Background: an optimization exercise with open tools, aiming at small area and a short achievable clock period. Do not read the settings as production practice. Only simulation tests tie the RTL to the original design; equivalence was not proved. Power is estimated from default activity; no workload was simulated.

**config.mk**
```make
export PLATFORM = sky130hd
export DESIGN_NAME = array_ram_writer
export DESIGN_NICKNAME = array_ram_writer
export VERILOG_FILES = /design/flow/design.v
export SDC_FILE = /design/flow/constraint.sdc
export NUM_CORES = 4
export LEC_CHECK = 0
export CAP_MARGIN = 20
export CORE_MARGIN = 2
export CORE_UTILIZATION = 40
export SLEW_MARGIN = 20
```
**standard.sh**
```bash
#!/bin/bash
# synth_recipe.tcl (not shown) runs the flow's synth.tcl, then flattens the netlist and writes it again
# the make line also repeats each setting of config.mk as NAME=value (left out here)
make -C /OpenROAD-flow-scripts/flow DESIGN_CONFIG=/design/flow/config.mk WORK_HOME=/design/flow/orfs CLKGATE_MAP_FILE= SYNTH_SCRIPT=/design/flow/synth_recipe.tcl "${@:-finish}"
```
**design.v**
```verilog
module array_ram_writer #(
    parameter int NUM_PORTS = 8,
    parameter int WIN_SIZE  = 25,
    parameter int DEPTH     = 200,
    parameter int AW        = 8,
    parameter int DW        = 8
) (
    input  logic                    clk,
    input  logic                    rst_n,
    input  logic [NUM_PORTS-1:0]    wr_req,
    input  logic [NUM_PORTS*AW-1:0] wr_addr,
    input  logic [NUM_PORTS*DW-1:0] wr_data,
    output logic [NUM_PORTS-1:0]    wr_ack,
    output logic [NUM_PORTS-1:0]    wr_err,
    input  logic [AW-1:0]           rd_addr,
    output logic [DW-1:0]           rd_data,
    output logic [15:0]             wr_count
);
    localparam int PW = (NUM_PORTS > 1) ? $clog2(NUM_PORTS) : 1;
    localparam int LW = $clog2(WIN_SIZE);
    logic [DW-1:0]        mem [DEPTH];
    logic [NUM_PORTS-1:0] elig, gnt, err, hi_mask, gnt_hi, gnt_lo;
    logic [NUM_PORTS-1:0] wr_ack_q, wr_err_q;
    logic [PW-1:0]        rr_ptr_q, rr_ptr_d;
    logic                 mem_we;
    logic [DW-1:0]        rd_data_q, rd_data_d;
    logic [15:0]          wr_count_q;
    logic                 pend_we_q;
    logic [LW-1:0]        pend_loc_q, gnt_loc;
    logic [DW-1:0]        pend_data_q, gnt_data;
    logic [PW-1:0]        pend_port_q, gnt_port;
    logic [AW-1:0]        pend_abs;
    assign elig = wr_req & ~wr_ack_q;
    always_comb begin
        for (int i = 0; i < NUM_PORTS; i++) hi_mask[i] = (PW'(i) >= rr_ptr_q);
        for (int i = 0; i < NUM_PORTS; i++) begin
            gnt_hi[i] = elig[i] & hi_mask[i];
            gnt_lo[i] = elig[i];
            for (int j = 0; j < i; j++) begin
                gnt_hi[i] = gnt_hi[i] & ~(elig[j] & hi_mask[j]);
                gnt_lo[i] = gnt_lo[i] & ~elig[j];
            end
        end
        gnt = (|(elig & hi_mask)) ? gnt_hi : gnt_lo;
    end
    always_comb begin
        rr_ptr_d = rr_ptr_q;
        for (int i = 0; i < NUM_PORTS; i++)
            if (gnt[i]) rr_ptr_d = (i == NUM_PORTS - 1) ? '0 : PW'(i + 1);
    end
    always_comb begin
        gnt_loc  = '0;
        gnt_data = '0;
        for (int p = 0; p < NUM_PORTS; p++) begin
            err[p]   = (wr_addr[AW*p +: AW] >= AW'(WIN_SIZE));
            gnt_loc  = gnt_loc  | ({LW{gnt[p]}} & wr_addr[AW*p +: LW]);
            gnt_data = gnt_data | ({DW{gnt[p]}} & wr_data[DW*p +: DW]);
        end
        mem_we = |(gnt & ~err);
        gnt_port = '0;
        for (int p = 0; p < NUM_PORTS; p++)
            if (gnt[p]) gnt_port = gnt_port | PW'(p);
    end
    always_ff @(posedge clk) begin
        pend_we_q   <= rst_n && mem_we;
        pend_loc_q  <= gnt_loc;
        pend_data_q <= gnt_data;
        pend_port_q <= gnt_port;
    end
    assign pend_abs = AW'(WIN_SIZE) * AW'(pend_port_q) + AW'(pend_loc_q);
    genvar gp, gi;
    generate
        for (gp = 0; gp < NUM_PORTS; gp++) begin : g_port
            for (gi = 0; gi < WIN_SIZE; gi++) begin : g_byte
                always_ff @(posedge clk) begin
                    if (pend_we_q && (pend_port_q == PW'(gp)) && (pend_loc_q == LW'(gi)))
                        mem[WIN_SIZE*gp + gi] <= pend_data_q;
                end
            end
        end
    endgenerate
    logic [DW-1:0] rd_l1 [64];
    logic [DW-1:0] rd_l2 [16];
    logic [DW-1:0] rd_l3 [4];
    logic [DW-1:0] rd_arr;
    always_comb begin
        for (int j = 0; j < 64; j++) begin
            if (4*j + 3 < DEPTH) begin
                case (rd_addr[1:0])
                    2'd0: rd_l1[j] = mem[4*j];
                    2'd1: rd_l1[j] = mem[4*j+1];
                    2'd2: rd_l1[j] = mem[4*j+2];
                    default: rd_l1[j] = mem[4*j+3];
                endcase
            end else begin
                rd_l1[j] = '0;
            end
        end
        for (int j = 0; j < 16; j++) begin
            case (rd_addr[3:2])
                2'd0: rd_l2[j] = rd_l1[4*j];
                2'd1: rd_l2[j] = rd_l1[4*j+1];
                2'd2: rd_l2[j] = rd_l1[4*j+2];
                default: rd_l2[j] = rd_l1[4*j+3];
            endcase
        end
        for (int j = 0; j < 4; j++) begin
            case (rd_addr[5:4])
                2'd0: rd_l3[j] = rd_l2[4*j];
                2'd1: rd_l3[j] = rd_l2[4*j+1];
                2'd2: rd_l3[j] = rd_l2[4*j+2];
                default: rd_l3[j] = rd_l2[4*j+3];
            endcase
        end
        case (rd_addr[7:6])
            2'd0: rd_arr = rd_l3[0];
            2'd1: rd_arr = rd_l3[1];
            2'd2: rd_arr = rd_l3[2];
            default: rd_arr = rd_l3[3];
        endcase
        rd_data_d = (pend_we_q && (rd_addr == pend_abs)) ? pend_data_q : rd_arr;
    end
    always_ff @(posedge clk or negedge rst_n) begin
        if (!rst_n) begin
            rr_ptr_q   <= '0;
            wr_ack_q   <= '0;
            wr_err_q   <= '0;
            rd_data_q  <= '0;
            wr_count_q <= '0;
        end else begin
            rr_ptr_q   <= rr_ptr_d;
            wr_ack_q   <= gnt;
            wr_err_q   <= gnt & err;
            rd_data_q  <= rd_data_d;
            if (mem_we && (wr_count_q != 16'hFFFF)) wr_count_q <= wr_count_q + 16'd1;
        end
    end
    assign wr_ack   = wr_ack_q;
    assign wr_err   = wr_err_q;
    assign rd_data  = rd_data_q;
    assign wr_count = wr_count_q;
endmodule
```
**flow/run.sh**
```bash
#!/bin/bash
# Standard ORFS layout with a denser core, a tighter setup target for the resizer and plain
# buffers (instead of delay cells) on the ports.
set -euo pipefail
bash standard.sh \
  CORE_UTILIZATION=65 \
  SETUP_SLACK_MARGIN=6.5 \
  BUFFER_PORTS_ARGS="-buffer_cell sky130_fd_sc_hd__buf_4" \
  finish > standard_make.log 2>&1
```
**constraint.sdc**
```tcl
create_clock -name core_clock -period 10.0 [get_ports {clk}]
set_input_delay 2.0000 -clock core_clock [delete_from_list [all_inputs] [get_ports {clk}]]
set_output_delay 2.0000 -clock core_clock [all_outputs]
set_load 0.01 [all_outputs]
```
==> flow_summary.toml, run 1 <==
[setup_path]
cp-end-kind = "flop"
path_class = "in -> reg"
reg2reg_depth = 3
critPathLaunchType = "input port"
cp.required_ns = 10.67
r2r_slack_ns = 6.47
crit_arrival_ns = 4.54
rr_endpoint = "mem[78][2]"
endpoint = "rd_data_q[0]"
critPathMaxFanout = 12
worstReg2RegStart = "pend_loc_q[1]"
startpoint = "rd_addr[0]"

[power_and_ir_drop]
power_frac_clock_pct = 34.4
power_switching_mw = 4.805
p_int_mw = 12.96
pwr-share-comb_pct = 14.5
totalPowerFinal_mw = 17.77
pwr-share-seq_pct = 51.1
swShare_pct = 27.04
cellPowerDensity_mw_per_mm2 = 233.9
p_leak_nw = 24.54
max-vdd-ir-drop_uv = 401.4

[cts]
clkLatencyLatePin_ns = 0.79
cts.path.max_buffers = 3
cts-root-buf = "clkbuf_16"
path_clk_slew_ns = 0.06
cts.sinks = 1660
holdBufCountCts = 0
cts_tree = "built"
numCtsBuffers = 163
htreeDepth = 4

[layout]
layout_commonest_cell = "edfxtp_1"
n_fill_cell = 5407
final_cell_mix = "edfxtp_1, mux4_2, buf_4"
nets = 3653
drive_gt1_share_pct = 31.48
final_core_utilization_pct = 76.09
area_growth_pct = 16.39
final_area_mm2 = 0.07598

[placement]
place.gp.congestion = 0.9710
portBuffers = 185
placed_area_mm2 = 0.06814
dpl.hpwl_um = 104700
place_ws_ns = 4.173

[synthesis]
syn_area_per_cell_um2 = 20.66
synth_area_mm2 = 0.06528
syn_inst = 3160
synth_nets = 3326
synth_edf_count = 1600
synthArstFlopShare_pct = 2.590
synth_cell_type_count = 71
ys_ff_latch = 1660
yosysWarnings = 5
ys.flop_type = "edfxtp_1"
seq_area_frac_synth_pct = 75.77

[status]
status = "complete, no violations"

[die]
rows = 116
ios = 186
die_h_um = 320.9
core-area_mm2 = 0.09986
start_util_pct = 65.37
die_area_mm2 = 0.1030
fp.dieW_um = 320.9

[grt]
grtUsageTotal_pct = 37.07
overflow = 0
grt_max_degree = 126
grt_pass1_wl_um = 263600
grt_pass1_vias = 35462
grt_antenna_before_repair = 7

[route]
via_per_inst = 7.188
drc_errors = 0
ant_nets = 0
route.vias.total = 35381
drt-wirelength-per-cell_um = 37.81
drtIter0Drc = 5541
firstDrtPassIters = 8
wl_um = 186100

[sta]
fin_skew_ns = 0.03009
hold_violations = 0
max_freq_ghz = 0.2584
setup_violations = 0
fin_ws_ns = 6.131
finalCritPeriodShare_pct = 38.69
slew_violations = 0
worst_slew_pin_slew_ns = 1.350
rsz0062_at_grt = "true"
relSlewSlack_pct = 9.761
tns_ns = 0
min_period_ns = 3.869

[worst_hold_path]
hold_class = "reg -> reg"

[job]
maxCapViolations = 0
[power by group through the flow]
stage | logic (mW) | registers, mW | clock network, mW
after global routing | 2.69 | 9.11 | 6.44
after global placement | 2.13 | 9.23 | 0
after CTS | 2.38 | 9.13 | 6.14
after floorplan | 0.954 | 9.55 | 0
final | 2.57 | 9.08 | 6.11
after detailed placement | 2.24 | 9.27 | 0
[registers in the layout, indices dropped and copies added, names as in the netlist, 3 cells and up]
| signal | flops |
|---|---|
| mem | 1600 |
| wr_count_q | 16 |
| pend_data_q | 8 |
| rd_data_q | 8 |
| wr_ack_q | 8 |
| wr_err_q | 8 |
| pend_loc_q | 5 |
| pend_port_q | 3 |
| rr_ptr_q | 3 |
[cells in the mapped netlist (4+ instances only)]
cell type	instances	area, um^2
edfxtp_1	1600	48050
mux4_2	417	9392
nor2_1	237	889.6
clkbuf_1	90	337.8
a22oi_1	81	608.1
nand2_1	81	304.0
nand3_1	66	330.3
mux2i_1	46	460.4
dfrtp_1	43	1076
a21oi_1	34	170.2
buf_2	34	170.2
nor3_1	30	150.1
a222oi_1	26	260.3
buf_4	23	172.7
a221oi_1	22	192.7
xnor2_1	22	192.7
inv_1	20	75.07
ha_1	19	237.7
o21ai_0	19	95.09
nand4_1	18	112.6
dfxtp_1	17	340.3
and3_1	16	100.1
buf_6	15	168.9
nor2b_1	15	93.84
mux2_2	12	135.1
nor4_1	12	75.07
o22ai_1	12	75.07
buf_1	10	37.54
a211oi_1	8	60.06
nand2b_1	8	50.05
a31oi_1	7	43.79
and2_1	6	37.54
nor3b_1	5	37.54
o211ai_1	5	37.54
o21a_1	5	37.54
o221ai_1	5	43.79
o311a_1	5	50.05
or3_1	5	31.28
a21o_1	4	30.03
nand3b_1	4	30.03
o311ai_0	4	35.03
or2_2	4	25.02
xor2_1	4	35.03
[worst max-delay path: stages]
cell,delay (ns)
buf_16,0.15
buf_16,0.20
buf_16,0.18
mux4_2,0.54
mux4_2,0.51
o211ai_1,0.39
o41ai_1,0.16
a211oi_1,0.21
mux2i_1,0.13
[cells by family (layout without fill, tap and decap cells)]
logic type                 after synthesis  after routing  share of synthesized area, %
DFF                                   1660           1660                         75.77
and+or+nand+nor                        516            516                         3.601
muxes                                  475            475                         15.30
AOI/OAI and AO/OA                      267            267                         3.072
buffers and inverters                  196            657                         1.514
xor gates and xnor gates                26             26                        0.3488
adders and majority gates               20             20                        0.3948
other                                    0              3                             0
[what timing repair did]
item                                    in CTS  in global routing
resized for setup                          128                 50
setup buffers                               36                 25
pin swaps                                   21                 20
cloned                                      31                  3
endpoints found under the setup margin      26                 62
[per-stage QoR]
stage	hold slack, ns	cells
2_1_floorplan	0.5094	3160
5_1_grt	0.5230	4919
3_3_place_gp	0.4758	4521
6_report	0.5031	4922
4_1_cts	0.5016	4888
3_5_place_dp	0.4915	4522
[layer usage]
layer / up-vias / GRT usage [%] / share of wire (%) / wire [um]
li1: 13910 / - / - / -
met1: 18459 / 51.19 / 36 / 66620
met2: 2523 / 56.07 / 47 / 86780
met3: 485 / 9.527 / 12 / 22210
met4: 4 / 18.72 / 5.6 / 10470
met5: - / 0 / 0.012 / 23
[final cells by class]
cell class	instances	area, um^2	share of cell area [%]
Inverter	23	106.4	0.1400
Multi-Input combinational cell	1304	15590	20.52
Clock inverter	98	1052	1.385
Tap cell	1298	1624	2.138
Sequential cell	1660	49490	65.14
Timing Repair Buffer	335	3844	5.059
Clock buffer	201	4262	5.609
Antenna cell	3	7.507	0.009881
[how the worst min path moves through the flow]
| stage | cells after the start | startpoint | endpoint | slack, ns |
|---|---|---|---|---|
| 2_1_floorplan | 1 | wr_count_q[4] | wr_count_q[4] | 0.51 |
| 3_3_place_gp | 1 | wr_count_q[4] | wr_count_q[4] | 0.48 |
| 3_5_place_dp | 1 | wr_count_q[9] | wr_count_q[9] | 0.49 |
| 4_1_cts | 1 | wr_count_q[9] | wr_count_q[9] | 0.50 |
| 5_1_grt | 1 | wr_count_q[9] | wr_count_q[9] | 0.52 |
| 6_report | 1 | wr_count_q[9] | wr_count_q[9] | 0.50 |
==> run 2, diff against run 1 <==
==> run.sh (new file) <==
#!/bin/bash
# synth_recipe.tcl (not shown) runs the flow's synth.tcl, then flattens the netlist and writes it again
# the make line also repeats each setting of config.mk as NAME=value (left out here)
make -C /OpenROAD-flow-scripts/flow DESIGN_CONFIG=/design/flow/config.mk WORK_HOME=/design/flow/orfs CLKGATE_MAP_FILE= SYNTH_SCRIPT=/design/flow/synth_recipe.tcl finish
--- a/config.mk
+++ b/config.mk
@@ -8,4 +8,5 @@
 export CAP_MARGIN = 20
 export CORE_MARGIN = 2
-export CORE_UTILIZATION = 40
+export CORE_UTILIZATION = 65
+export SETUP_SLACK_MARGIN = 5
 export SLEW_MARGIN = 20
removed: flow/run.sh
removed: standard.sh
==> run 2 against run 1 <==
- final cell count shrank 1.8%
- sequential share of layout area is 1.9 points higher
- clock power is 1% lower
- global-route usage shrank 2.0 points
- flip-flop and latch count stayed put
- clock-buffer cell count rose by 6
- non-clock buffer count fell by 83
- clock skew down 0.0026 ns
- core utilization shrank 2.1 points
- wire length is 5.0% lower
- via count down 2.3%
==> flow_summary.toml, run 2 <==
[setup_path]
worstReg2RegStart = "rr_ptr_q[2]"
critPathLaunchType = "input port"
cp.required_ns = 10.60
rr_endpoint = "wr_count_q[12]"
path_class = "in -> reg"
cp-end-kind = "flop"
r2r_slack_ns = 6.34
crit_arrival_ns = 5.53
reg2reg_depth = 7
critPathMaxFanout = 74

[route]
firstDrtPassIters = 12
via_per_inst = 7.149
drtIter0Drc = 5425
ant_nets = 0
drt-wirelength-per-cell_um = 36.56
route.vias.total = 34556
wl_um = 176700
drc_errors = 0

[layout]
multi_input_area_mm2 = 0.01490
area_growth_pct = 13.13
seq_area_mm2 = 0.04949
reg_top3 = "mem: 1600 flops, wr_count_q: 16 flops"
layout_commonest_cell = "edfxtp_1"
n_fill_cell = 5771
largest_reg_flops = 1600
final_cell_mix = "edfxtp_1, mux4_2, nor2_1"
drive_gt1_share_pct = 21.32
top_register = "mem"
nets = 3565

[power_and_ir_drop]
cellPowerDensity_mw_per_mm2 = 237.5
max-vdd-ir-drop_uv = 208.7
totalPowerFinal_mw = 17.54
p_leak_nw = 23.28

[status]
status = "complete, no violations"

[sta]
fin_skew_ns = 0.02749
min_period_ns = 4.931
slew_violations = 0
worst_slew_pin_slew_ns = 1.271
hold-worst-slack_ns = 0.5010
tns_ns = 0
max_freq_ghz = 0.2028
setup_violations = 0
finalCritPeriodShare_pct = 49.31
relSlewSlack_pct = 15.05
rsz0062_at_grt = "false"
hold_violations = 0

[die]
start_util_pct = 65.37
fp.dieW_um = 320.9
die_h_um = 320.9
rows = 116
core-area_mm2 = 0.09986
ios = 186
die_area_mm2 = 0.1030

[synthesis]
ys_top_cells_by_area = "edfxtp_1, mux4_2, dfrtp_1"
synthArstFlopShare_pct = 2.590
syn_inst = 3160
seq_area_frac_synth_pct = 75.77
ys_ff_latch = 1660
synthTopCellsByCount = "edfxtp_1, mux4_2, nor2_1"
syn_area_per_cell_um2 = 20.66
synth_cell_type_count = 71
synth_most_common_cell = "edfxtp_1"
synth_area_mm2 = 0.06528
synth_top_area_share_pct = 73.60
ys.flop_type = "edfxtp_1"
synth_edf_count = 1600
yosysWarnings = 5
yosys.area.top_type = "edfxtp_1"
synth_nets = 3326

[cts]
post_cts_buffers = 0
cts.path.max_buffers = 3
numCtsBuffers = 158
cts-root-buf = "clkbuf_16"
path_clk_slew_ns = 0.06
holdBufCountCts = 0
clkLatencyLatePin_ns = 0.78
cts.sinks = 1660
cts_tree = "built"
htreeDepth = 4

[worst_hold_path]
worstHoldPathCells = 1
hp-start = "wr_count_q[15]"
hold_class = "reg -> reg"
holdPathEnd = "wr_count_q[15]"

[grt]
overflow = 0
grt_pass1_wl_um = 252300
grt_max_degree = 113
grt_antenna_before_repair = 3
grt_pass1_vias = 34630
grtUsageTotal_pct = 35.09

[placement]
portBuffers = 185
place.gp.congestion = 1.018
dpl.hpwl_um = 109900

[job]
maxCapViolations = 0
==> run 2: cell counts after synthesis <==
Identical to the previous run, type by type.
==> run 2: cell type report <==
class / count / area share (%)
flip-flops and latches: 1660 / 67.02
multi-input cells: 1304 / 20.17
clock buffers: 207 / 5.799
repair buffers: 252 / 3.412
well taps: 1298 / 2.199
clock inverters: 86 / 1.267
inverters: 23 / 0.1203
diodes: 4 / 0.01355
==> run 2: timing repair <==
action,in CTS,in global routing
hold endpoints to repair,0,0
cloned,0,1
pin swaps,0,1
resized for setup,1,9
setup endpoints to repair,3,8
==> run 2: logic make-up after synthesis <==
kind of cell / count (synthesis) / synth area share [%]
flops: 1660 / 75.77
mux: 475 / 15.30
simple gates: 516 / 3.601
fa+ha+maj: 20 / 0.3948
buf+inv: 196 / 1.514
xor+xnor: 26 / 0.3488
compound gates: 267 / 3.072
==> run 2: worst max-delay path by stage <==
stage                          start      endpoint  slack, ns
after floorplan           rd_addr[0]  rd_data_q[0]       5.74
after global placement    rd_addr[0]  rd_data_q[2]       4.10
after detailed placement  rd_addr[0]  rd_data_q[2]       4.14
after CTS                 rd_addr[3]  rd_data_q[3]       5.00
after global routing      rd_addr[0]  rd_data_q[2]       5.00
final                     rd_addr[1]  rd_data_q[0]       5.07
==> run 2: critical path, stage by stage <==
cell      delay, ns
buf_8          0.50
buf_4          0.57
mux4_2         0.41
mux2_2         0.32
a221oi_1       0.52
a311oi_1       0.23
o211ai_1       0.40
o41ai_1        0.18
a211oi_1       0.21
mux2i_1        0.10
==> run 2: metrics by stage <==
| step | area, um^2 | util [%] | std cells | worst slack [ns] |
|---|---|---|---|---|
| after floorplan | 65280 | - | 3160 | 5.742 |
| after global placement | 68450 | 68.55 | 4532 | 4.098 |
| after detailed placement | 68520 | 68.62 | 4536 | 4.137 |
| after CTS | 73750 | 73.85 | 4829 | 5.004 |
| after global routing | 73840 | 73.95 | 4830 | 5.004 |
| final | 73850 | 73.96 | 4834 | 5.069 |
==> run 2: layer usage <==
| layer | track usage, % | vias up | routed length [um] |
|---|---|---|---|
| li1 | - | 13716 | - |
| met1 | 50.97 | 18169 | 66130 |
| met3 | 8.047 | 369 | 19740 |
| met4 | 13.50 | 2 | 6878 |
| met2 | 53.27 | 2300 | 83980 |
| met5 | 0 | - | 13 |
==> run 2: power breakdown <==
group          switching (mW)  internal [mW]  total [mW]
Sequential              0.370           8.71        9.08
Combinational            1.78          0.651        2.43
Clock                    2.56           3.47        6.03
==> run 3, diff against run 2 <==
==> flow/run.sh (new file) <==
#!/bin/bash
# Standard ORFS layout with a denser core, a tighter setup target for the resizer, free
# resizing across cell footprints and plain buffers (instead of delay cells) on the ports.
set -euo pipefail
bash standard.sh \
  CORE_UTILIZATION=65 \
  SETUP_SLACK_MARGIN=7.0 \
  MATCH_CELL_FOOTPRINT=0 \
  BUFFER_PORTS_ARGS="-buffer_cell sky130_fd_sc_hd__buf_2" \
  finish > standard_make.log 2>&1
==> standard.sh (new file) <==
#!/bin/bash
# synth_recipe.tcl (not shown) runs the flow's synth.tcl, then flattens the netlist and writes it again
# the make line also repeats each setting of config.mk as NAME=value (left out here)
make -C /OpenROAD-flow-scripts/flow DESIGN_CONFIG=/design/flow/config.mk WORK_HOME=/design/flow/orfs CLKGATE_MAP_FILE= SYNTH_SCRIPT=/design/flow/synth_recipe.tcl "${@:-finish}"
--- a/config.mk
+++ b/config.mk
@@ -8,5 +8,4 @@
 export CAP_MARGIN = 20
 export CORE_MARGIN = 2
-export CORE_UTILIZATION = 65
-export SETUP_SLACK_MARGIN = 5
+export CORE_UTILIZATION = 40
 export SLEW_MARGIN = 20
removed: run.sh
==> run 3 against run 2 <==
- still clean on timing, DRC and antenna
- non-clock buffer count rose by 161
- die area did not move
- via count rose by 4.2%
- sequential share of layout area fell by 2.3 points
- first-iteration DRC count rose by 3.5%
- critical path depth rose by 1
- largest cell class unchanged
- highest routed layer unchanged
==> flow_summary.toml, run 3 <==
[layout]
instances_no_fill = 4987
layout_commonest_cell = "edfxtp_1"
n_fill_cell = 5457
area_growth_pct = 17.10
drive_gt1_share_pct = 37.05
largest_reg_flops = 1600
nets = 3727
reg_top3 = "mem: 1600 flops, wr_count_q: 16 flops"
top_register = "mem"
final_cell_mix = "edfxtp_1, mux4_2, clkbuf_16"

[setup_path]
crit_arrival_ns = 4.41
critPathMaxFanout = 13
slowest_stage = "mux4_2"
cp_common_cell = "buf_12"
cp_num_buf_inv = 4
cp.required_ns = 10.64
cp-end-kind = "flop"
r2r_slack_ns = 6.79
path_class = "in -> reg"
critPathMaxStageDelay_ns = 0.54
crit_chain = "buf_16 > buf_12 > buf_12 > buf_8 > mux4_2 > mux2i_2 > a211oi_2 > nand4_1 > o31ai_1 > nor4_2 > a21oi_1"
critPathLaunchType = "input port"
critPathTopFamily = "multiplexers"

[grt]
grt_max_degree = 113
grt_pass1_wl_um = 263300
grt_antenna_before_repair = 6
grtUsageTotal_pct = 37.24
overflow = 0
grt_pass1_vias = 35315

[synthesis]
syn_inst = 3160
yosysWarnings = 5
synth_most_common_cell = "edfxtp_1"
synth_nets = 3326
synth_area_mm2 = 0.06528
synthSimpleGateAreaFrac_pct = 3.601
synth_top_area_share_pct = 73.60
yosys.area_share.adder_pct = 0.3948
yosys.area.top_type = "edfxtp_1"
ys_top_cells_by_area = "edfxtp_1, mux4_2, dfrtp_1"
synth_edf_count = 1600
syn_area_per_cell_um2 = 20.66
synth_top_family_by_area = "multiplexers"
synth_cell_type_count = 71
synthArstFlopShare_pct = 2.590
ys.flop_type = "edfxtp_1"
synthTopCellsByCount = "edfxtp_1, mux4_2, nor2_1"
synth_compound_area_share_pct = 3.072
seq_area_frac_synth_pct = 75.77
synth_mux_area_share_pct = 15.30
ys_ff_latch = 1660
synth-xor-area-share_pct = 0.3488

[sta]
min_period_ns = 3.773
worst_slew_pin_slew_ns = 1.283
slew_violations = 0
finalCritPeriodShare_pct = 37.73
fin_skew_ns = 0.02336
rsz0062_at_grt = "true"
fin_ws_ns = 6.227
tns_ns = 0
setup_violations = 0
max_freq_ghz = 0.2651
hold_violations = 0
relSlewSlack_pct = 14.24
hold-worst-slack_ns = 0.5341

[placement]
dp_cells = 4526
place_ws_ns = 4.192
place.gp.congestion = 0.9384
portBuffers = 185
dpl.hpwl_um = 104600

[worst_hold_path]
hold_class = "reg -> reg"

[die]
die_h_um = 320.9
rows = 116
ios = 186
die_area_mm2 = 0.1030
core-area_mm2 = 0.09986
start_util_pct = 65.37
fp.dieW_um = 320.9

[cts]
cts.sinks = 1660
path_clk_slew_ns = 0.06
numCtsBuffers = 159
clkLatencyLatePin_ns = 0.78
cts.path.max_buffers = 3
cts_tree = "built"
holdBufCountCts = 0
htreeDepth = 4
cts-root-buf = "clkbuf_16"

[route]
drt-wirelength-per-cell_um = 38.10
route.vias.total = 36002
firstDrtPassIters = 8
drc_errors = 0
ant_nets = 0
drtIter0Drc = 5613
via_per_inst = 7.219
wl_um = 190000

[power_and_ir_drop]
p_leak_nw = 24.66
max-vdd-ir-drop_uv = 390.0
totalPowerFinal_mw = 17.69
cellPowerDensity_mw_per_mm2 = 231.5

[job]
maxCapViolations = 0

[status]
status = "complete, no violations"
==> run 3: path summary, 6_finish.rpt <==
| path | startpoint | endpoint | cells after the start |
|---|---|---|---|
| worst max-delay path | rd_addr[0] | rd_data_q[7] | 11 |
| worst min-delay path | wr_count_q[2] | wr_count_q[2] | 1 |
| worst max register to register | pend_port_q[0] | rd_data_q[5] | 12 |
| worst min register to register | wr_count_q[2] | wr_count_q[2] | 1 |
| max in group asynchronous | rst_n | rd_data_q[7] | 2 |
| min in group asynchronous | rst_n | wr_err_q[0] | 2 |
==> run 3: cell families (layout without fill, tap and decap cells) <==
logic type / after synthesis / count (layout)
flops: 1660 / 1660
simple gates: 516 / 516
mux: 475 / 475
compound gates: 267 / 267
buf+inv: 196 / 723
xor+xnor: 26 / 26
fa+ha+maj: 20 / 20
other cells: 0 / 2
==> run 3: cell type report <==
type | count | area [um^2] | share of cell area, %
sequential | 1660 | 49500 | 64.75
inverter | 23 | 105.1 | 0.1375
timing repair buffer | 413 | 4179 | 5.467
clock buffer | 215 | 4367 | 5.713
clock inverter | 72 | 540.5 | 0.7071
multi-input combinational | 1304 | 16120 | 21.09
tap | 1298 | 1624 | 2.125
antenna | 2 | 5.005 | 0.006547
==> run 3: where the power goes <==
group	internal [mW]	switching (mW)	leakage, nW
clock network	3.22	2.54	2.38
logic	0.901	1.90	7.11
registers	8.71	0.418	15.2
total	12.8	4.86	24.7
==> run 3: routing by layer <==
layer | up-vias | global-route usage [%] | routed length (um)
met1 | 18807 | 52.25 | 68090
met4 | 2 | 14.26 | 8221
li1 | 14062 | - | -
met2 | 2673 | 56.72 | 88670
met3 | 458 | 10.72 | 25010
met5 | - | 0 | 13
==> run 3: metrics by stage <==
step,area [um^2],util [%]
2_1_floorplan,65850,-
3_3_place_gp,67760,67.86
3_5_place_dp,67780,67.88
4_1_cts,75450,75.56
5_1_grt,76440,76.55
6_report,76440,76.55
==> run 3: worst register-to-register path, cell delays in order (launching register included) <==
cell and delay [ns]:
dfxtp_1 0.51, inv_1 0.13, ha_1 0.34, ha_1 0.28
ha_1 0.32, o21a_1 0.15, o21a_1 0.18, o21a_1 0.18
nor3_1 0.31, nor4b_4 0.11, buf_12 0.17, nor4_1 0.32
a21oi_1 0.08
==> run 3: what timing repair did <==
item,CTS,global route
pin swaps,56,50
endpoints found under the hold margin,0,0
gates resized for setup,277,171
setup endpoints to repair,806,1176
gates cloned,36,10
buffers inserted,99,26
==> run 4, diff against run 3 <==
==> flow/run.sh (replaced) <==
#!/bin/bash
# Standard ORFS layout with a denser core, a tighter setup target for the resizer, free
# resizing across cell footprints, larger clock-tree sink clusters and plain buffers (instead of delay cells) on the ports.
set -euo pipefail
bash standard.sh \
  CORE_UTILIZATION=65 \
  SETUP_SLACK_MARGIN=7.0 \
  MATCH_CELL_FOOTPRINT=0 \
  CTS_CLUSTER_SIZE=20 \
  CTS_CLUSTER_DIAMETER=80 \
  BUFFER_PORTS_ARGS="-buffer_cell sky130_fd_sc_hd__buf_2" \
  finish > standard_make.log 2>&1
==> run 4 against run 3 <==
- clock skew is 0.018 ns higher
- synthesized area stayed put
- final area is 3.6% lower
- setup slack worse by 0.14 ns
- via count is 2.1% lower
- non-clock buffer count is 18 lower
- first-iteration DRC count is 2.1% lower
- register-to-register slack worse by 0.03 ns
- maximum frequency is 3.7% lower
- global-route usage is 0.91 points lower
- die area stayed put
- largest cell class unchanged
- largest power group unchanged
==> flow_summary.toml, run 4 <==
[status]
status = "complete, no violations"

[synthesis]
synth_compound_area_share_pct = 3.072
ys_top_cells_by_area = "edfxtp_1, mux4_2, dfrtp_1"
syn_area_per_cell_um2 = 20.66
synthSimpleGateAreaFrac_pct = 3.601
yosys.area.top_type = "edfxtp_1"
synth_nets = 3326
synthTopCellsByCount = "edfxtp_1, mux4_2, nor2_1"
synth_mux_area_share_pct = 15.30
yosysWarnings = 5
ys.flop_type = "edfxtp_1"
yosys.area_share.adder_pct = 0.3948
synth_edf_count = 1600
synth_most_common_cell = "edfxtp_1"
synth_area_mm2 = 0.06528
syn_inst = 3160
synth_top_area_share_pct = 73.60
seq_area_frac_synth_pct = 75.77
ys_ff_latch = 1660
synthArstFlopShare_pct = 2.590
synth_top_family_by_area = "multiplexers"
synth_cell_type_count = 71
synth-xor-area-share_pct = 0.3488

[layout]
layout_commonest_cell = "edfxtp_1"
drive_gt1_share_pct = 33.48
reg_top3 = "mem: 1600 flops, wr_count_q: 16 flops"
top_register = "mem"
final_cell_mix = "edfxtp_1, mux4_2, buf_2"
area_growth_pct = 12.88
nets = 3643
largest_reg_flops = 1600

[route]
via_per_inst = 7.297
wl_um = 184500
wl_met2_um = 86450
met3WireLength_um = 22930
ant_nets = 0
route.vias.total = 35232
drt-wirelength-per-cell_um = 38.21
met1Wirelength_um = 66960
drc_errors = 0
drtIter0Drc = 5494
firstDrtPassIters = 9
routed.top_layer = "met5"

[setup_path]
critPathLaunchType = "input port"
worstReg2RegStart = "pend_loc_q[0]"
crit_chain = "buf_16 > buf_12 > buf_6 > mux4_2 > mux2i_1 > a22o_1 > nor4_1 > nor3_1 > a21oi_1"
cp-end-kind = "flop"
critPathMaxStageDelay_ns = 0.83
critPathMaxFanout = 13
startpoint = "rd_addr[0]"
cp.required_ns = 10.64
path_class = "in -> reg"
slowest_stage = "nor4_1"
crit_arrival_ns = 4.56

[job]
maxCapViolations = 0

[grt]
overflow = 0
grt_pass1_vias = 34521
grt_antenna_before_repair = 7
grtUsageTotal_pct = 36.33
grt_pass1_wl_um = 258100
grt_max_degree = 113

[power_and_ir_drop]
pwr-share-comb_pct = 17.5
pwr-share-seq_pct = 57.5
p_leak_nw = 23.38
max-vdd-ir-drop_uv = 378.1
swShare_pct = 28.14
cellPowerDensity_mw_per_mm2 = 215.2
p_int_mw = 11.39
power_switching_mw = 4.461
power_frac_clock_pct = 25.0

[cts]
holdBufCountCts = 0
cts.path.max_buffers = 3
clkLatencyLatePin_ns = 0.72
cts.sinks = 1660
cts_tree = "built"
cts-root-buf = "clkbuf_16"
numCtsBuffers = 93
htreeDepth = 3
path_clk_slew_ns = 0.09

[placement]
dpl.hpwl_um = 104600
place_ws_ns = 4.192
portBuffers = 185
place.gp.congestion = 0.9384

[die]
rows = 116
die_h_um = 320.9
start_util_pct = 65.37
fp.dieW_um = 320.9
core-area_mm2 = 0.09986
die_area_mm2 = 0.1030
ios = 186

[sta]
fin_ws_ns = 6.084
fin_skew_ns = 0.04158
min_period_ns = 3.916
tns_ns = 0
worst_slew_pin_slew_ns = 1.101
max_freq_ghz = 0.2553
rsz0062_at_grt = "true"
finalCritPeriodShare_pct = 39.16
relSlewSlack_pct = 26.57
setup_violations = 0
hold_violations = 0
slew_violations = 0

[worst_hold_path]
hp-start = "wr_count_q[2]"
hold_class = "reg -> reg"
==> run 4: kinds of logic after synthesis <==
| family | after synthesis |
|---|---|
| simple gates | 516 |
| buf+inv | 196 |
| compound gates | 267 |
| mux | 475 |
| flops | 1660 |
| xor+xnor | 26 |
| fa+ha+maj | 20 |
==> run 4: final timing paths <==
kind | end | slack, ns | cells past startpoint
worst max-delay path | rd_data_q[2] | 6.08 | 9
worst min-delay path | wr_count_q[2] | 0.55 | 1
worst max register to register | mem[169][7] | 6.76 | 4
worst min register to register | wr_count_q[2] | 0.55 | 1
max in group asynchronous | rd_data_q[7] | 8.01 | 2
min in group asynchronous | wr_err_q[4] | 1.44 | 2
==> run 4: metal layers <==
layer	up-vias	GRT usage, %
li1	13790	-
met3	404	8.192
met1	18513	52.60
met4	6	13.94
met5	-	0
met2	2519	55.42
==> run 4: layout make-up <==
| class | count | area (um^2) |
|---|---|---|
| Inverter | 23 | 105.1 |
| Fill cell | 5793 | 26170 |
| Timing Repair Buffer | 395 | 3846 |
| Sequential cell | 1660 | 49500 |
| Antenna cell | 2 | 5.005 |
| Tap cell | 1298 | 1624 |
| Clock inverter | 5 | 66.31 |
| Multi-Input combinational cell | 1304 | 15950 |
| Clock buffer | 141 | 2592 |
==> run 4: power by group through the flow <==
stage	clock [mW]	combinational (mW)	sequential, mW
6_report	3.96	2.78	9.12
5_1_grt	4.20	2.89	9.15
4_1_cts	3.97	2.55	9.15
3_5_place_dp	0	2.20	9.31
3_3_place_gp	0	2.10	9.27
2_1_floorplan	0	1.00	9.45
==> run 4: what timing repair did <==
item / in CTS / in global routing
pin swaps: 55 / 34
cloned: 33 / 5
setup buffers: 98 / 17
endpoints found under the setup margin: 706 / 1038
gates resized for setup: 266 / 111
==> run 4: per-stage QoR <==
stage / total power, mW / hold WS (ns) / utilization, % / instances / area [um^2]
6_report: 15.86 / 0.5532 / 73.80 / 4828 / 73690
3_5_place_dp: 11.51 / 0.4820 / 67.88 / 4526 / 67780
2_1_floorplan: 10.45 / 0.5094 / - / 3160 / 65850
5_1_grt: 16.24 / 0.5711 / 73.79 / 4827 / 73690
3_3_place_gp: 11.37 / 0.4711 / 67.86 / 4525 / 67760
4_1_cts: 15.67 / 0.5478 / 73.12 / 4803 / 73020
==> run 4: critical path, delay by kind of cell <==
kind | cells | cell delay [ns]
AO/OA/AOI/OAI | 2 | 0.50
multiplexers | 2 | 0.43
buffers and inverters | 3 | 0.62
AND/OR/NAND/NOR | 2 | 0.95
==> run 5, diff against run 4 <==
==> flow/run.sh (replaced) <==
#!/bin/bash
# Standard ORFS layout with a denser core, a tighter setup target for the resizer, free
# resizing across cell footprints, larger clock-tree sink clusters driven by clkbuf_8 and plain buffers (instead of delay cells) on the ports.
set -euo pipefail
bash standard.sh \
  CORE_UTILIZATION=65 \
  SETUP_SLACK_MARGIN=7.0 \
  MATCH_CELL_FOOTPRINT=0 \
  CTS_CLUSTER_SIZE=14 \
  CTS_CLUSTER_DIAMETER=60 \
  CTS_BUF_LIST=sky130_fd_sc_hd__clkbuf_8 \
  BUFFER_PORTS_ARGS="-buffer_cell sky130_fd_sc_hd__buf_2" \
  finish > standard_make.log 2>&1
==> run 5 against run 4 <==
- still clean on timing, DRC and antenna
- maximum frequency up 4.1%
- clock power fell by 8.3%
- clock skew down 0.011 ns
- register-to-register slack improved by 0.03 ns
- critical path type unchanged
- largest cell class unchanged
==> flow_summary.toml, run 5 <==
[setup_path]
cp.required_ns = 10.74
slowest_stage = "mux4_2"
path_depth = 11
critPathMaxFanout = 7
critPathTopFamily = "multiplexers"
worstReg2RegStart = "pend_port_q[0]"
rr_endpoint = "rd_data_q[1]"
critPathLaunchType = "input port"
critPathMaxStageDelay_ns = 0.52
cp-end-kind = "flop"
crit_arrival_ns = 4.50
endpoint = "rd_data_q[0]"
startpoint = "rd_addr[0]"
cp_num_buf_inv = 4
reg2reg_depth = 12
crit_chain = "buf_16 > buf_12 > buf_4 > buf_8 > mux4_2 > a22oi_2 > nand3_2 > nand4_1 > nor2b_1 > a211oi_1 > mux2i_1"
r2r_slack_ns = 6.79
path_class = "in -> reg"

[synthesis]
synthTopCellsByCount = "edfxtp_1, mux4_2, nor2_1"
synth_most_common_cell = "edfxtp_1"
synth_nets = 3326
yosysWarnings = 5
synth_top_area_share_pct = 73.60
ys_ff_latch = 1660
yosys.area.top_type = "edfxtp_1"
ys.flop_type = "edfxtp_1"
seq_area_frac_synth_pct = 75.77
syn_inst = 3160
synth_edf_count = 1600
synth_cell_type_count = 71
syn_area_per_cell_um2 = 20.66
synth_area_mm2 = 0.06528
ys_top_cells_by_area = "edfxtp_1, mux4_2, dfrtp_1"
synthArstFlopShare_pct = 2.590

[die]
die_h_um = 320.9
core-area_mm2 = 0.09986
die_area_mm2 = 0.1030
start_util_pct = 65.37
ios = 186
fp.dieW_um = 320.9
rows = 116

[status]
status = "complete, no violations"

[layout]
top_register = "mem"
drive_gt1_share_pct = 34.58
reg_top3 = "mem: 1600 flops, wr_count_q: 16 flops"
area_growth_pct = 12.45
largest_reg_flops = 1600
nets = 3687
final_cell_mix = "edfxtp_1, mux4_2, clkbuf_8"
final_core_utilization_pct = 73.51
final_area_mm2 = 0.07341
layout_commonest_cell = "edfxtp_1"

[power_and_ir_drop]
max-vdd-ir-drop_uv = 379.3
cellPowerDensity_mw_per_mm2 = 211.0
p_leak_nw = 23.41

[worst_hold_path]
hold_class = "reg -> reg"

[cts]
cts-root-buf = "clkbuf_8"
clkLatencyLatePin_ns = 0.88
numCtsBuffers = 142
path_clk_slew_ns = 0.09
cts.path.max_buffers = 3
cts.sinks = 1660
cts_tree = "built"
holdBufCountCts = 0
htreeDepth = 4

[grt]
overflow = 0
grt_pass1_wl_um = 258800
grtUsageTotal_pct = 36.50
grt_antenna_before_repair = 8
grt_max_degree = 113
grt_pass1_vias = 34905

[route]
via_per_inst = 7.234
drtIter0Drc = 5876
drc_errors = 0
wl_um = 185200
route.vias.total = 35308
drt-wirelength-per-cell_um = 37.94
firstDrtPassIters = 9
ant_nets = 0

[placement]
placed_area_mm2 = 0.06778
dpl.hpwl_um = 104600
place.gp.congestion = 0.9384
portBuffers = 185

[sta]
rsz0062_at_grt = "true"
finalCritPeriodShare_pct = 37.62
slew_violations = 0
hold_violations = 0
relSlewSlack_pct = 15.42
min_period_ns = 3.762
max_freq_ghz = 0.2659
setup_violations = 0
worst_slew_pin_slew_ns = 1.266
fin_skew_ns = 0.03012
tns_ns = 0

[job]
maxCapViolations = 0
[run 5: cell counts after synthesis]
No cell type changed its count.
[run 5: final cells by class]
| cell class | instances | area (um^2) |
|---|---|---|
| sequential | 1660 | 49500 |
| fill | 5850 | 26450 |
| multi-input combinational | 1304 | 15960 |
| timing repair buffer | 390 | 3809 |
| clock buffer | 152 | 2092 |
| tap | 1298 | 1624 |
| clock inverter | 51 | 309.0 |
| inverter | 23 | 105.1 |
| antenna | 3 | 7.507 |
[run 5: worst min path at each step]
stage                       start  slack (ns)            end  cells after the start
floorplan           wr_count_q[4]        0.51  wr_count_q[4]                      1
global placement    wr_count_q[9]        0.47  wr_count_q[9]                      1
detailed placement  wr_count_q[9]        0.48  wr_count_q[9]                      1
CTS                 wr_count_q[2]        0.54  wr_count_q[2]                      1
global route        wr_count_q[2]        0.57  wr_count_q[2]                      1
finish              wr_count_q[2]        0.55  wr_count_q[2]                      1
[run 5: cells by family after synthesis]
family / count (synthesis) / share of synthesized area [%]
compound gates: 267 / 3.072
fa+ha+maj: 20 / 0.3948
simple gates: 516 / 3.601
buf+inv: 196 / 1.514
flops: 1660 / 75.77
xor+xnor: 26 / 0.3488
mux: 475 / 15.30
[run 5: power breakdown]
group / switching, mW / total [mW] / internal (mW)
Sequential: 0.416 / 9.12 / 8.70
Combinational: 1.87 / 2.74 / 0.869
Clock: 2.18 / 3.63 / 1.45
Total: 4.47 / 15.5 / 11.0
[run 5: repair_timing]
| item | in CTS | in global routing |
|---|---|---|
| cloned | 32 | 5 |
| gates resized for setup | 252 | 126 |
| buffers inserted | 81 | 28 |
| pin swaps | 40 | 43 |
| setup endpoints to repair | 600 | 1004 |
[run 5: worst register-to-register path, stage by stage (launching register included)]
cell,delay [ns]
dfxtp_1,0.52
inv_1,0.13
ha_1,0.33
ha_1,0.28
ha_1,0.32
o21a_1,0.14
o21a_1,0.17
o21a_1,0.18
nor3_1,0.31
nor4b_4,0.11
buf_12,0.17
nor4_2,0.31
a21oi_1,0.10
[run 5: through the flow]
| stage | instances | total power [mW] | worst slack (ns) | hold WS (ns) |
|---|---|---|---|---|
| after floorplan | 3160 | 10.45 | 5.892 | 0.5094 |
| after global placement | 4525 | 11.37 | 4.118 | 0.4711 |
| after detailed placement | 4526 | 11.51 | 4.192 | 0.4820 |
| after CTS | 4842 | 15.26 | 6.395 | 0.5396 |
| after global routing | 4879 | 15.89 | 6.288 | 0.5717 |
| final | 4881 | 15.49 | 6.238 | 0.5506 |
[run 5: metal layers]
metal	vias up	part of all wire, %	GRT usage (%)
met4	4	4.8	15.40
met3	453	13	9.262
met2	2604	47	55.31
met5	-	0.012	0
met1	18393	36	51.79
li1	13854	-	-
==> run 6, diff against run 5 <==
--- a/design.v
+++ b/design.v
@@ -80,22 +80,19 @@
         end
     endgenerate
-    logic [DW-1:0] rd_l1 [64];
-    logic [DW-1:0] rd_l2 [16];
+    logic [DW-1:0] rd_l1 [50];
+    logic [DW-1:0] rd_l2 [13];
     logic [DW-1:0] rd_l3 [4];
     logic [DW-1:0] rd_arr;
+    logic          rd_valid, rd_hit;
     always_comb begin
-        for (int j = 0; j < 64; j++) begin
-            if (4*j + 3 < DEPTH) begin
-                case (rd_addr[1:0])
-                    2'd0: rd_l1[j] = mem[4*j];
-                    2'd1: rd_l1[j] = mem[4*j+1];
-                    2'd2: rd_l1[j] = mem[4*j+2];
-                    default: rd_l1[j] = mem[4*j+3];
-                endcase
-            end else begin
-                rd_l1[j] = '0;
-            end
+        for (int j = 0; j < 50; j++) begin
+            case (rd_addr[1:0])
+                2'd0: rd_l1[j] = mem[4*j];
+                2'd1: rd_l1[j] = mem[4*j+1];
+                2'd2: rd_l1[j] = mem[4*j+2];
+                default: rd_l1[j] = mem[4*j+3];
+            endcase
         end
-        for (int j = 0; j < 16; j++) begin
+        for (int j = 0; j < 12; j++) begin
             case (rd_addr[3:2])
                 2'd0: rd_l2[j] = rd_l1[4*j];
@@ -105,5 +102,6 @@
             endcase
         end
-        for (int j = 0; j < 4; j++) begin
+        rd_l2[12] = rd_addr[2] ? rd_l1[49] : rd_l1[48];
+        for (int j = 0; j < 3; j++) begin
             case (rd_addr[5:4])
                 2'd0: rd_l3[j] = rd_l2[4*j];
@@ -113,4 +111,5 @@
             endcase
         end
+        rd_l3[3] = rd_l2[12];
         case (rd_addr[7:6])
             2'd0: rd_arr = rd_l3[0];
@@ -119,5 +118,7 @@
             default: rd_arr = rd_l3[3];
         endcase
-        rd_data_d = (pend_we_q && (rd_addr == pend_abs)) ? pend_data_q : rd_arr;
+        rd_valid = (rd_addr < AW'(DEPTH));
+        rd_hit    = pend_we_q && (rd_addr == pend_abs);
+        rd_data_d = rd_hit ? pend_data_q : (rd_arr & {DW{rd_valid}});
     end
     always_ff @(posedge clk or negedge rst_n) begin
==> run 6 against run 5 <==
- still clean on timing, DRC and antenna
- setup slack gained 0.18 ns
- sequential share of layout area down 0.94 points
- synthesized area up 0.47%
- final cell count rose by 4.0%
- clock skew increased by 0.0038 ns
- final area up 1.4%
- wire length grew 4.6%
- worst hold slack improved by 0.036 ns
- sequential power down 2%
- largest power group unchanged
- highest routed layer unchanged
==> flow_summary.toml, run 6 <==
[power_and_ir_drop]
totalPowerFinal_mw = 15.75
max-vdd-ir-drop_uv = 260.0
p_leak_nw = 24.08
cellPowerDensity_mw_per_mm2 = 211.6

[synthesis]
synth_cell_type_count = 79
syn_inst = 3322
synth_edf_count = 1600
synth_area_mm2 = 0.06558
synth_most_common_cell = "edfxtp_1"
syn_area_per_cell_um2 = 19.74
ys_top_cells_by_area = "edfxtp_1, mux4_2, nor2_1"
synthTopCellsByCount = "edfxtp_1, mux4_2, nor2_1"
synth_top_area_share_pct = 73.26
synthArstFlopShare_pct = 2.590
yosysWarnings = 5
synth_nets = 3488
seq_area_frac_synth_pct = 75.42
ys_ff_latch = 1660
yosys.area.top_type = "edfxtp_1"
ys.flop_type = "edfxtp_1"

[grt]
grtUsageTotal_pct = 37.67
overflow = 0
grt_antenna_before_repair = 8
grt_max_degree = 130
grt_pass1_wl_um = 268400
grt_pass1_vias = 36299

[die]
die_h_um = 321.6
core-area_mm2 = 0.1000
fp.dieW_um = 321.6
ios = 186
die_area_mm2 = 0.1035
rows = 116
start_util_pct = 65.58

[sta]
relSlewSlack_pct = 22.95
tns_ns = 0
hold-worst-slack_ns = 0.5862
hold_violations = 0
finalCritPeriodShare_pct = 35.86
rsz0062_at_grt = "true"
worst_slew_pin_slew_ns = 1.156
fin_skew_ns = 0.03390
max_freq_ghz = 0.2788
setup_violations = 0
slew_violations = 0
min_period_ns = 3.586

[cts]
cts.path.max_buffers = 3
htreeDepth = 4
cts-root-buf = "clkbuf_8"
cts_tree = "built"
numCtsBuffers = 144
cts.sinks = 1660
path_clk_slew_ns = 0.09
holdBufCountCts = 0
clkLatencyLatePin_ns = 0.90

[setup_path]
reg2reg_depth = 14
critPathLaunchType = "input port"
critPathMaxStageDelay_ns = 0.49
cp-end-kind = "flop"
rr_endpoint = "rd_data_q[0]"
crit_arrival_ns = 4.41
cp.required_ns = 10.83
critPathMaxFanout = 13
cp_common_cell = "o21ai_0"
r2r_slack_ns = 6.55
path_class = "in -> reg"
slowest_stage = "nor2b_1"
crit_chain = "buf_16 > nor2b_1 > nand2_1 > o21ai_0 > a22oi_1 > o21ai_1 > o21ai_0 > a31oi_1 > a21o_1"
worstReg2RegStart = "pend_port_q[1]"

[layout]
layout_commonest_cell = "edfxtp_1"
instances_no_fill = 5076
area_growth_pct = 13.52
nets = 3864
largest_reg_flops = 1600
drive_gt1_share_pct = 33.70
reg_top3 = "mem: 1600 flops, wr_count_q: 16 flops"
top_register = "mem"
final_cell_mix = "edfxtp_1, mux4_2, buf_2"

[route]
drt-wirelength-per-cell_um = 38.15
wl_um = 193700
firstDrtPassIters = 9
drtIter0Drc = 6250
via_per_inst = 7.305
route.vias.total = 37079
drc_errors = 0
ant_nets = 0

[job]
maxCapViolations = 0

[worst_hold_path]
holdPathEnd = "mem[33][6]"
hp-start = "pend_data_q[6]"
hold_class = "reg -> reg"
worstHoldPathCells = 0

[placement]
dpl.hpwl_um = 109400
portBuffers = 185
dp_cells = 4683
place.gp.congestion = 0.9485

[status]
status = "complete, no violations"
-- run 6: cell count changes in the layout (fill, tap and decap cells not counted), sizes merged, moves of 13 or more --
cell | previous run | this run
o22ai | 12 | 29
o21ai | 21 | 61
o211ai | 5 | 19
a22oi | 81 | 56
buf | 363 | 382
mux2i | 46 | 94
a221oi | 22 | 9
a31oi | 7 | 21
nor2 | 237 | 290
nand2 | 81 | 102
mux4 | 417 | 372
-- run 6: worst max-delay path: cells and delay by family --
kind                   cells  cell delay [ns]
AO/OA/AOI/OAI              6             1.32
AND/OR/NAND/NOR            2             0.86
buffers and inverters      1             0.19
-- run 6: cell type report --
class / count / area, um^2
flip-flops and latches: 1660 / 49500
fillers: 5685 / 25550
multi-input cells: 1459 / 16450
repair buffers: 415 / 4184
clock buffers: 153 / 2106
well taps: 1298 / 1624
clock inverters: 64 / 460.4
inverters: 17 / 98.84
diodes: 9 / 22.52
repair inverters: 1 / 11.26
-- run 6: power breakdown --
group | internal [mW] | switching (mW)
registers | 8.70 | 0.279
logic | 0.880 | 2.10
clock network | 1.57 | 2.22
total | 11.2 | 4.60
-- run 6: kinds of logic after synthesis --
kind of cell / Yosys count / synth area share [%]
muxes: 486 / 14.55
and+or+nand+nor: 578 / 3.982
buffers and inverters: 203 / 1.475
xor gates and xnor gates: 25 / 0.3339
DFF: 1660 / 75.42
AOI/OAI and AO/OA: 350 / 3.846
adders and majority gates: 20 / 0.3930
-- run 6: what timing repair did --
action | CTS | global route
setup buffers | 75 | 40
pin swaps | 41 | 51
resized for setup | 327 | 139
cloned | 37 | 12
setup endpoints to repair | 1064 | 829
-- run 6: worst max-delay path by stage --
stage,slack (ns),to,startpoint
detailed placement,3.91,rd_data_q[7],rd_addr[3]
floorplan,5.83,wr_count_q[15],wr_req[3]
CTS,6.39,rd_data_q[7],rd_addr[4]
finish,6.41,rd_data_q[3],rd_addr[3]
global placement,3.63,rd_data_q[3],rd_addr[0]
global route,6.42,rd_data_q[3],rd_addr[0]
-- run 6: per-layer routing --
| metal | vias to the layer above | track usage, % | wire, um |
|---|---|---|---|
| li1 | 14418 | - | - |
| met1 | 19192 | 53.93 | 69050 |
| met2 | 2951 | 55.45 | 88230 |
| met3 | 514 | 10.56 | 27250 |
| met4 | 4 | 16.39 | 9116 |
| met5 | - | 0 | 24 |
-- run 6: stage by stage --
step	setup slack [ns]	cell area, um^2	utilization, %
after detailed placement	3.913	67990	67.99
final	6.414	74450	74.45
after global routing	6.424	74450	74.45
after global placement	3.627	67950	67.95
after CTS	6.389	73190	73.19
after floorplan	5.825	66270	-
==> run 7, diff against run 6 <==
--- a/flow/run.sh
+++ b/flow/run.sh
@@ -4,5 +4,5 @@
 set -euo pipefail
 bash standard.sh \
-  CORE_UTILIZATION=65 \
+  CORE_UTILIZATION=55 \
   SETUP_SLACK_MARGIN=7.0 \
   MATCH_CELL_FOOTPRINT=0 \
==> run 7 against run 6 <==
- clock-buffer cell count is 1 higher
- synthesized cell count unchanged
- global-route usage fell by 4.9 points
- power decreased by 0.79%
- maximum frequency down 5.2%
- final cell count is 3.8% higher
- via count shrank 2.1%
- non-clock buffer count shrank 31
==> flow_summary.toml, run 7 <==
[status]
status = "complete, no violations"

[grt]
grt_max_degree = 106
grt_antenna_before_repair = 12
busiest_layer = "met2"
met2_usage_pct = 49.34
met1_usage_pct = 48.16
grt_pass1_vias = 35439
overflow = 0
grt_pass1_wl_um = 276100
grtUsageMet3_pct = 7.297
grtUsageTotal_pct = 32.79

[sta]
setup_violations = 0
tns_ns = 0
hold_violations = 0
worst_slew_pin_slew_ns = 1.291
min_period_ns = 3.784
fin_skew_ns = 0.04637
rsz0062_at_grt = "true"
finalCritPeriodShare_pct = 37.84
relSlewSlack_pct = 13.71
slew_violations = 0
max_freq_ghz = 0.2643

[cts]
htreeDepth = 4
cts.sinks = 1660
holdBufCountCts = 0
clkLatencyLatePin_ns = 0.88
cts.path.max_buffers = 3
cts_tree = "built"
cts-root-buf = "clkbuf_8"
numCtsBuffers = 143
path_clk_slew_ns = 0.08

[synthesis]
ys.flop_type = "edfxtp_1"
ys_top_cells_by_area = "edfxtp_1, mux4_2, nor2_1"
synthArstFlopShare_pct = 2.590
yosys.area.top_type = "edfxtp_1"
yosysWarnings = 5
synth_edf_count = 1600
ys_ff_latch = 1660
synth_nets = 3488
synthTopCellsByCount = "edfxtp_1, mux4_2, nor2_1"
syn_inst = 3322
synth_area_mm2 = 0.06558
synth_most_common_cell = "edfxtp_1"
syn_area_per_cell_um2 = 19.74
seq_area_frac_synth_pct = 75.42
synth_top_area_share_pct = 73.26
synth_cell_type_count = 79

[worst_hold_path]
holdPathEnd = "mem[171][3]"
hold_class = "reg -> reg"
worstHoldPathCells = 0
hp-start = "pend_data_q[3]"

[setup_path]
r2r_slack_ns = 6.58
critPathMaxFanout = 26
cp.required_ns = 10.76
crit_arrival_ns = 4.54
worstReg2RegStart = "pend_port_q[1]"
cp-end-kind = "flop"
rr_endpoint = "rd_data_q[3]"
path_class = "in -> reg"
reg2reg_depth = 14
critPathLaunchType = "input port"

[placement]
dp_cells = 4929
place.gp.congestion = 0.9435
portBuffers = 185
dpl.hpwl_um = 116200

[layout]
layout_commonest_cell = "edfxtp_1"
instances_no_fill = 5268
largest_reg_flops = 1600
final_cell_mix = "edfxtp_1, mux4_2, nor2_1"
reg_top3 = "mem: 1600 flops, wr_count_q: 16 flops"
top_register = "mem"
final_core_utilization_pct = 62.54
area_growth_pct = 12.75
nets = 3831
drive_gt1_share_pct = 32.08

[die]
rows = 126
die_h_um = 349.3
start_util_pct = 55.47
ios = 186
core-area_mm2 = 0.1182
fp.dieW_um = 349.3
die_area_mm2 = 0.1220

[route]
drc_errors = 0
firstDrtPassIters = 8
wl_um = 199600
route.vias.total = 36283
drtIter0Drc = 5675
drt-wirelength-per-cell_um = 37.89
via_per_inst = 6.887
ant_nets = 0

[power_and_ir_drop]
cellPowerDensity_mw_per_mm2 = 211.3
p_leak_nw = 23.71
max-vdd-ir-drop_uv = 193.9
totalPowerFinal_mw = 15.63

[job]
maxCapViolations = 0
-- run 7: critical path, cell delays in order --
cell,delay (ns)
buf_2,0.08
buf_6,0.34
clkinvlp_4,0.35
nand2_1,0.56
a21oi_1,0.24
o41ai_4,0.61
a31oi_1,0.14
a21o_1,0.18
-- run 7: area by class of cell --
type / instances / area (um^2)
multi-input cells: 1459 / 16190
clock inverters: 54 / 327.8
diodes: 4 / 10.01
inverters: 17 / 80.08
clock buffers: 154 / 2120
flip-flops and latches: 1660 / 49510
repair buffers: 384 / 3792
fillers: 8293 / 44290
well taps: 1536 / 1922
-- run 7: worst max-delay path by stage --
stage / start / end / slack, ns / depth (start not counted)
floorplan: wr_req[3] / wr_count_q[15] / 5.83 / 10
global placement: rd_addr[0] / rd_data_q[3] / 3.75 / 9
detailed placement: rd_addr[0] / rd_data_q[3] / 3.89 / 8
CTS: rd_addr[0] / rd_data_q[6] / 6.41 / 9
global route: rd_addr[2] / rd_data_q[7] / 6.33 / 11
finish: rd_addr[4] / rd_data_q[3] / 6.22 / 8
-- run 7: power breakdown --
| part | switching (mW) | internal, mW |
|---|---|---|
| sequential | 0.311 | 8.71 |
| combinational | 2.07 | 0.851 |
| clock | 2.20 | 1.49 |
| total | 4.58 | 11.0 |
-- run 7: cells by family after synthesis --
family / Yosys count / synth area share [%]
and+or+nand+nor: 578 / 3.982
xor gates and xnor gates: 25 / 0.3339
adders and majority gates: 20 / 0.3930
DFF: 1660 / 75.42
AOI/OAI and AO/OA: 350 / 3.846
buffers and inverters: 203 / 1.475
muxes: 486 / 14.55
-- run 7: timing repair --
item | CTS | global route
pin swaps | 35 | 50
setup endpoints to repair | 519 | 640
gates cloned | 24 | 12
gates resized for setup | 277 | 119
setup buffers | 64 | 24
-- run 7: metal layers --
metal / vias to the layer above / part of all wire, %
li1: 14318 / -
met1: 19286 / 39
met2: 2307 / 46
met3: 368 / 11
met4: 4 / 3.9
met5: - / 0.012
-- run 7: through the flow --
stage | hold WS [ns] | worst slack [ns] | area, um^2
after floorplan | 0.5150 | 5.825 | 66270
after global placement | 0.4717 | 3.755 | 68330
after detailed placement | 0.4738 | 3.893 | 68350
after CTS | 0.5234 | 6.409 | 73020
after global routing | 0.5417 | 6.332 | 73940
final | 0.5305 | 6.216 | 73950
==> run 8, diff against run 7 <==
--- a/flow/run.sh
+++ b/flow/run.sh
@@ -4,6 +4,6 @@
 set -euo pipefail
 bash standard.sh \
-  CORE_UTILIZATION=55 \
-  SETUP_SLACK_MARGIN=7.0 \
+  CORE_UTILIZATION=65 \
+  SETUP_SLACK_MARGIN=7.5 \
   MATCH_CELL_FOOTPRINT=0 \
   CTS_CLUSTER_SIZE=14 \
==> run 8 against run 7 <==
- still clean
- setup slack improved by 0.19 ns
- clock skew decreased by 0.010 ns
- via count increased by 3.6%
- flip-flop and latch count unchanged
- sequential share of layout area decreased by 1.7 points
- combinational power increased by 13%
- wire length decreased by 1.2%
- first-iteration DRC count increased by 8.6%
- synthesized area unchanged
- synthesized cell count unchanged
- largest cell class unchanged
- largest power group unchanged
==> flow_summary.toml, run 8 <==
[status]
status = "complete, no violations"

[layout]
reg_top3 = "mem: 1600 flops, wr_count_q: 16 flops"
nets = 3911
area_growth_pct = 15.71
n_fill_cell = 5465
largest_reg_flops = 1600
final_core_utilization_pct = 75.88
drive_gt1_share_pct = 36.98
layout_commonest_cell = "edfxtp_1"
final_cell_mix = "edfxtp_1, mux4_2, buf_2"
final_area_mm2 = 0.07589
top_register = "mem"

[cts]
htreeDepth = 4
numCtsBuffers = 144
cts_tree = "built"
cts-root-buf = "clkbuf_8"
cts.sinks = 1660
cts.path.max_buffers = 3
clkLatencyLatePin_ns = 0.90
path_clk_slew_ns = 0.09

[die]
fp.dieW_um = 321.6
rows = 116
die_area_mm2 = 0.1035
die_h_um = 321.6
core-area_mm2 = 0.1000
ios = 186
start_util_pct = 65.58

[synthesis]
ys_top_cells_by_area = "edfxtp_1, mux4_2, nor2_1"
syn_inst = 3322
synth_most_common_cell = "edfxtp_1"
synth_top_area_share_pct = 73.26
yosys.area.top_type = "edfxtp_1"
synth_cell_type_count = 79
synthTopCellsByCount = "edfxtp_1, mux4_2, nor2_1"
yosysWarnings = 5
ys.flop_type = "edfxtp_1"
synth_edf_count = 1600
ys_ff_latch = 1660
seq_area_frac_synth_pct = 75.42
synth_nets = 3488
syn_area_per_cell_um2 = 19.74
synthArstFlopShare_pct = 2.590
synth_area_mm2 = 0.06558

[setup_path]
crit_arrival_ns = 4.39
r2r_slack_ns = 6.52
worstReg2RegStart = "pend_port_q[1]"
cp_common_cell = "mux4_2"
critPathMaxStageDelay_ns = 0.59
reg2reg_depth = 14
path_class = "in -> reg"
critPathLaunchType = "input port"
critPathMaxFanout = 6
cp.required_ns = 10.79
rr_endpoint = "rd_data_q[0]"
slowest_stage = "mux4_2"
crit_chain = "clkbuf_16 > buf_16 > buf_12 > buf_4 > mux4_2 > mux4_2 > o21a_2 > o21ai_0 > a31oi_1 > a21o_1"
cp-end-kind = "flop"

[placement]
portBuffers = 185
dpl.hpwl_um = 109400
place.gp.congestion = 0.9485
placed_area_mm2 = 0.06799

[power_and_ir_drop]
p_leak_nw = 24.58
cellPowerDensity_mw_per_mm2 = 212.2
max-vdd-ir-drop_uv = 264.0
totalPowerFinal_mw = 16.10

[sta]
slew_violations = 0
fin_skew_ns = 0.03636
rsz0062_at_grt = "true"
hold_violations = 0
relSlewSlack_pct = 28.19
finalCritPeriodShare_pct = 35.97
worst_slew_pin_slew_ns = 1.077
max_freq_ghz = 0.2780
tns_ns = 0
setup_violations = 0
min_period_ns = 3.597

[worst_hold_path]
hp-start = "wr_count_q[6]"
worstHoldPathCells = 2
holdPathEnd = "wr_count_q[6]"
hold_class = "reg -> reg"

[grt]
grt_max_degree = 130
grt_pass1_wl_um = 272900
grt_pass1_vias = 36699
grtUsageTotal_pct = 38.23
overflow = 0
grt_antenna_before_repair = 9

[job]
maxCapViolations = 0

[route]
drc_errors = 0
firstDrtPassIters = 10
drtIter0Drc = 6161
ant_nets = 0
wl_um = 197100
drt-wirelength-per-cell_um = 38.49
via_per_inst = 7.339
route.vias.total = 37590
==> run 8: cell counts after synthesis <==
No cell type changed its count.
==> run 8: kinds of logic after synthesis <==
| family | count (synthesis) | synth area share [%] |
|---|---|---|
| DFF | 1660 | 75.42 |
| and+or+nand+nor | 578 | 3.982 |
| muxes | 486 | 14.55 |
| AOI/OAI and AO/OA | 350 | 3.846 |
| buffers and inverters | 203 | 1.475 |
| xor gates and xnor gates | 25 | 0.3339 |
| adders and majority gates | 20 | 0.3930 |
==> run 8: per-stage QoR <==
step,worst slack [ns],hold WS [ns],cells
2_1_floorplan,5.825,0.5150,3322
3_3_place_gp,3.627,0.4798,4682
3_5_place_dp,3.913,0.5029,4683
4_1_cts,6.389,0.5781,5047
5_1_grt,6.433,0.5958,5119
6_report,6.403,0.5943,5122
==> run 8: worst max path at each step <==
stage                           from              to  slack, ns  cells after the start
after global placement    rd_addr[0]    rd_data_q[3]       3.63                      9
after CTS                 rd_addr[4]    rd_data_q[7]       6.39                     11
final                     rd_addr[0]    rd_data_q[3]       6.40                     10
after floorplan            wr_req[3]  wr_count_q[15]       5.83                     10
after global routing      rd_addr[0]    rd_data_q[7]       6.43                     11
after detailed placement  rd_addr[3]    rd_data_q[7]       3.91                     11
==> run 8: final cells by class <==
type	instances	area, um^2	area share [%]
flip-flops and latches	1660	49510	65.24
multi-input cells	1460	17360	22.88
repair buffers	461	4693	6.185
clock buffers	153	2106	2.775
well taps	1298	1624	2.140
clock inverters	64	460.4	0.6068
inverters	17	103.9	0.1369
diodes	8	20.02	0.02638
repair inverters	1	11.26	0.01484
==> run 8: report_power, final <==
group / total (mW) / internal [mW] / switching (mW) / leakage [nW]
clock: 3.79 / 1.57 / 2.23 / 1.44
sequential: 9.00 / 8.70 / 0.301 / 15.2
combinational: 3.31 / 1.03 / 2.27 / 7.97
total: 16.1 / 11.3 / 4.80 / 24.6
==> run 8: worst max-delay path, delay by kind of cell <==
kind	cells	cell delay, ns
compound gates	4	0.71
buf+inv	4	0.54
mux	2	1.12
==> run 8: what timing repair did <==
action,in CTS,in global routing
hold buffers,0,0
gates cloned,39,10
pin swaps,53,44
endpoints found under the setup margin,1949,1316
setup buffers,108,55
resized for setup,576,157
==> run 8: layer usage <==
layer	part of all wire (%)	GRT usage, %
met4	5.5	16.16
met2	45	56.75
met5	0.037	0
met1	36	54.38
met3	14	10.85

afterwards: timing with drivers on the ports:
Ports are ideal in the flow. The routed layouts listed here were re-timed in OpenROAD. Step 1 (the two cells are an assumption about what drives the block):
set clk [get_ports {clk}]
set_driving_cell -lib_cell sky130_fd_sc_hd__clkbuf_16 $clk
set_driving_cell -lib_cell sky130_fd_sc_hd__buf_2 [delete_from_list [all_inputs] $clk]
Step 2 times the ports against the registers' clock, not the clock port: input delays grow and output delays shrink by t, the midpoint of the rising clock arrivals with the driver on. Three values: ideal ports, drivers, drivers and shift; two values: the first two.
run	shift t [ns]	setup slack, ns	worst setup path after step 2	worst data-port slew with drivers (ns)	cell pins on the clock port's net
run 1	0.855	6.131 / 5.984 / 5.129	input to register	0.36	1
run 2	0.839	5.069 / 5.100 / 4.261	input to register	0.08	1
run 3	0.847	6.227 / 5.874 / 5.027	input to register	0.50	1
run 4	0.777	6.084 / 5.824 / 5.047	input to register	0.37	1
run 5	0.930	6.238 / 5.975 / 5.045	input to register	0.38	1
run 6	0.951	6.414 / 6.056 / 5.105	input to register	0.46	1
run 7	0.922	6.216 / 5.805 / 4.883	input to register	0.55	1
run 8	0.960	6.403 / 6.005 / 5.045	input to register	0.49	1
After both steps setup and hold are still met in every run listed. The setup slack of run 8, which loses most, moves by -0.398 ns with the drivers and by -1.358 ns with both steps.
